This is an optimization exercise on Yosys and OpenROAD, whose aim is small area and a short achievable clock period, not a production implementation. At most, simulation tests tie the RTL to the original design; equivalence was not proved. Power figures rest on the tool's default switching activity, not on a simulated workload.

## run A
## zx128_glue
module zx128_glue
(
  input  logic                       clk14m,
  input  logic                       RESET_n,
  input  logic [ADDR_W-1:0]          cpu_addr_i,
  input  logic [DATA_W-1:0]          cpu_data_i,
  input  logic                       cpu_mreq_n_i,
  input  logic                       cpu_iorq_n_i,
  input  logic                       cpu_rd_n_i,
  input  logic                       cpu_wr_n_i,
  input  logic [DATA_W-1:0]          rom_data_i,
  input  logic [DATA_W-1:0]          sram_data_i,
  input  logic [KB_ROWS*KB_COLS-1:0] kb_rows_i,
  input  logic                       ear_i,
  input  logic [DATA_W-1:0]          tape_data_i,
  input  logic                       tape_valid_i,
  output logic [DATA_W-1:0]          cpu_data_o,
  output logic [ROM_AW-1:0]          rom_addr_o,
  output logic [SRAM_AW-1:0]         sram_addr_o,
  output logic [DATA_W-1:0]          sram_data_o,
  output logic                       sram_we_o,
  output logic [2:0]                 border_o,
  output logic                       mic_o,
  output logic                       ear_o,
  output logic                       tape_hreq_o,
  output logic                       tape_ready_o,
  output logic                       int_o
);
  logic fe_wr;
  logic p7ffd_wr;
  logic hreq_wr;
  logic ram_wr;
  logic hl_pop;
  logic [DATA_W-1:0] kb_data;
  logic [DATA_W-1:0] fifo_data;
  logic fifo_empty;
  logic fifo_full;
  zx128_pkg::page_cfg_t page_cfg;
  assign sram_data_o = cpu_data_i;
  cpu_bus_decode u_decode (
    .cpu_addr_i(cpu_addr_i), .cpu_mreq_n_i(cpu_mreq_n_i), .cpu_iorq_n_i(cpu_iorq_n_i),
    .cpu_rd_n_i(cpu_rd_n_i), .cpu_wr_n_i(cpu_wr_n_i), .rom_data_i(rom_data_i),
    .sram_data_i(sram_data_i), .kb_data_i(kb_data), .page_cfg_i(page_cfg),
    .fifo_data_i(fifo_data), .fifo_empty_i(fifo_empty), .fifo_full_i(fifo_full),
    .fe_wr_o(fe_wr), .p7ffd_wr_o(p7ffd_wr), .hreq_wr_o(hreq_wr), .ram_wr_o(ram_wr),
    .hl_pop_o(hl_pop), .cpu_data_o(cpu_data_o)
  );
  io_regs u_io_regs (
    .clk14m(clk14m), .RESET_n(RESET_n), .cpu_data_i(cpu_data_i), .fe_wr_i(fe_wr),
  ...
For scale: roughly 4400 flip-flops, roughly 160 I/O pins, ~0.10 sq mm of cells after synthesis.
==> module cpu_bus_decode, before the edit <==
module cpu_bus_decode
(
  input  logic [ADDR_W-1:0] cpu_addr_i,
  input  logic              cpu_mreq_n_i,
  input  logic              cpu_iorq_n_i,
  input  logic              cpu_rd_n_i,
  input  logic              cpu_wr_n_i,
  input  logic [DATA_W-1:0] rom_data_i,
  input  logic [DATA_W-1:0] sram_data_i,
  input  logic [DATA_W-1:0] kb_data_i,
  input  zx128_pkg::page_cfg_t         page_cfg_i,
  input  logic [DATA_W-1:0] fifo_data_i,
  input  logic              fifo_empty_i,
  input  logic              fifo_full_i,
  output logic              fe_wr_o,
  output logic              p7ffd_wr_o,
  output logic              hreq_wr_o,
  output logic              ram_wr_o,
  output logic              hl_pop_o,
  output logic [DATA_W-1:0] cpu_data_o
);
  logic mem_rd;
  logic mem_wr;
  logic io_rd;
  logic io_wr;
  logic rom_area;
  logic hl_data_rd;
  logic hl_status_rd;
  logic fe_rd;
  logic p7ffd_rd;
  logic [DATA_W-1:0] hl_status;
  assign mem_rd = !cpu_mreq_n_i && !cpu_rd_n_i;
  assign mem_wr = !cpu_mreq_n_i && !cpu_wr_n_i;
  assign io_rd = !cpu_iorq_n_i && !cpu_rd_n_i;
  assign io_wr = !cpu_iorq_n_i && !cpu_wr_n_i;
  assign rom_area = (cpu_addr_i[15:14] == 2'b00);
  assign fe_wr_o = io_wr && !cpu_addr_i[0];
  assign p7ffd_wr_o = io_wr && (cpu_addr_i == PORT_7FFD);
  assign hreq_wr_o = io_wr && (cpu_addr_i == PORT_HL_STATUS);
  assign ram_wr_o = mem_wr && !rom_area;
  assign hl_data_rd = io_rd && (cpu_addr_i == PORT_HL_DATA);
  assign hl_status_rd = io_rd && (cpu_addr_i == PORT_HL_STATUS);
  assign fe_rd = io_rd && (cpu_addr_i[7:0] == PORT_FE_LO);
  assign p7ffd_rd = io_rd && (cpu_addr_i == PORT_7FFD);
  assign hl_pop_o = hl_data_rd && !fifo_empty_i;
  assign hl_status = {6'b000000, fifo_full_i, fifo_empty_i};
  logic hl_any_n;
  logic [DATA_W-1:0] z_fifo;
  logic [DATA_W-1:0] z_stat;
  logic [DATA_W-1:0] z_rom;
  logic [DATA_W-1:0] z_sram;
  logic [DATA_W-1:0] z_kb;
  logic [DATA_W-1:0] z_page;
  assign hl_any_n = !(!cpu_iorq_n_i && (cpu_addr_i[7:0] == 8'hff) &&
                      ((cpu_addr_i[15:8] == 8'h0d) || (cpu_addr_i[15:8] == 8'h0e)));
  assign z_fifo = {DATA_W{hl_data_rd && !fifo_empty_i}} & ~fifo_data_i;
  assign z_stat = {DATA_W{hl_status_rd}} & ~hl_status;
  assign z_rom = {DATA_W{mem_rd && hl_any_n && rom_area}} & ~rom_data_i;
  assign z_sram = {DATA_W{mem_rd && hl_any_n && !rom_area}} & ~sram_data_i;
  assign z_kb = {DATA_W{fe_rd && !mem_rd}} & ~kb_data_i;
  assign z_page = {DATA_W{p7ffd_rd && !mem_rd}} & ~{2'b00, page_cfg_i};
  assign cpu_data_o = ~(z_fifo | z_stat | z_rom | z_sram | z_kb | z_page);
endmodule
Settings: LEC_CHECK=0, CAP_MARGIN=20, CORE_MARGIN=2, CORE_UTILIZATION=65, CTS_BUF_LIST=sky130_fd_sc_hd__clkbuf_8, CTS_CLUSTER_DIAMETER=60, CTS_CLUSTER_SIZE=20, SETUP_SLACK_MARGIN=4.0, SLEW_MARGIN=20; clock period 9.0 ns.
run.sh (not shown) runs the stock make flow with config.mk's settings and CLKGATE_MAP_FILE= SYNTH_SCRIPT=/design/flow/synth_recipe.tcl, a recipe that flattens the netlist after the stock synthesis.
Run A was carried through to the last stage, and its layout satisfied the timing, DRC and antenna checks.
Inputs modified between run A and run B:
--- a/flow/design.v
+++ b/flow/design.v
@@ -70,22 +70,21 @@
   assign p7ffd_rd = io_rd && (cpu_addr_i == PORT_7FFD);
   assign hl_pop_o = hl_data_rd && !fifo_empty_i;
   assign hl_status = {6'b000000, fifo_full_i, fifo_empty_i};
-  logic hl_any_n;
-  logic [DATA_W-1:0] z_fifo;
-  logic [DATA_W-1:0] z_stat;
-  logic [DATA_W-1:0] z_rom;
-  logic [DATA_W-1:0] z_sram;
-  logic [DATA_W-1:0] z_kb;
-  logic [DATA_W-1:0] z_page;
-  assign hl_any_n = !(!cpu_iorq_n_i && (cpu_addr_i[7:0] == 8'hff) &&
-                      ((cpu_addr_i[15:8] == 8'h0d) || (cpu_addr_i[15:8] == 8'h0e)));
-  assign z_fifo = {DATA_W{hl_data_rd && !fifo_empty_i}} & ~fifo_data_i;
-  assign z_stat = {DATA_W{hl_status_rd}} & ~hl_status;
-  assign z_rom = {DATA_W{mem_rd && hl_any_n && rom_area}} & ~rom_data_i;
-  assign z_sram = {DATA_W{mem_rd && hl_any_n && !rom_area}} & ~sram_data_i;
-  assign z_kb = {DATA_W{fe_rd && !mem_rd}} & ~kb_data_i;
-  assign z_page = {DATA_W{p7ffd_rd && !mem_rd}} & ~{2'b00, page_cfg_i};
-  assign cpu_data_o = ~(z_fifo | z_stat | z_rom | z_sram | z_kb | z_page);
+  always_comb begin
+    if (hl_data_rd) begin
+      cpu_data_o = fifo_empty_i ? 8'hff : fifo_data_i;
+    end else if (hl_status_rd) begin
+      cpu_data_o = hl_status;
+    end else if (mem_rd) begin
+      cpu_data_o = rom_area ? rom_data_i : sram_data_i;
+    end else if (fe_rd) begin
+      cpu_data_o = kb_data_i;
+    end else if (p7ffd_rd) begin
+      cpu_data_o = {2'b00, page_cfg_i};
+    end else begin
+      cpu_data_o = 8'hff;
+    end
+  end
 endmodule
 import zx128_pkg::*;
 module io_regs
[summary]
Between run A and run B, the flow reports maximum frequency decreasing slightly.
Run B vs run A: non-clock buffer count up
Count of clock-buffer cells in the layout for run B: 3 up relative to run A
| initial core utilization | run B vs run A | ≈ equal |
Where switching power is concerned, run A is outperformed by run B.
Worst slack at placement: lower on run A
The global-route usage reported for run B is greater than that of run A by 0.43 points.
No functional check of the RTL was part of run A.

-- afterwards: timing with drivers on the ports --
The flow's constraints put no driver on any port. The routed layouts listed below were extracted and timed again, unchanged, in two steps.
Step 1 assumes that a clkbuf_16 drives the clock port and a buf_2 every other input.
Step 2 moves the port delays by t, midway between the first and last clock arrival at a register: inputs arrive t later, outputs are due t later. That takes back most of the time a late clock gives input paths.
Slacks: no drivers / after step 1 / after step 2; pairs: no drivers / after step 1.
run | t (ns) | setup WS [ns] | clock arrival spread, ns
run A | 1.049 | 3.783 / 3.729 / 3.316 | 0.084 / 0.084
run B | 1.030 | 3.750 / 3.705 / 3.310 | 0.097 / 0.097
After both steps every run listed still meets setup and hold. For run A, which loses most, drivers alone change the setup slack by -0.054 ns; drivers and shift together by -0.467 ns.
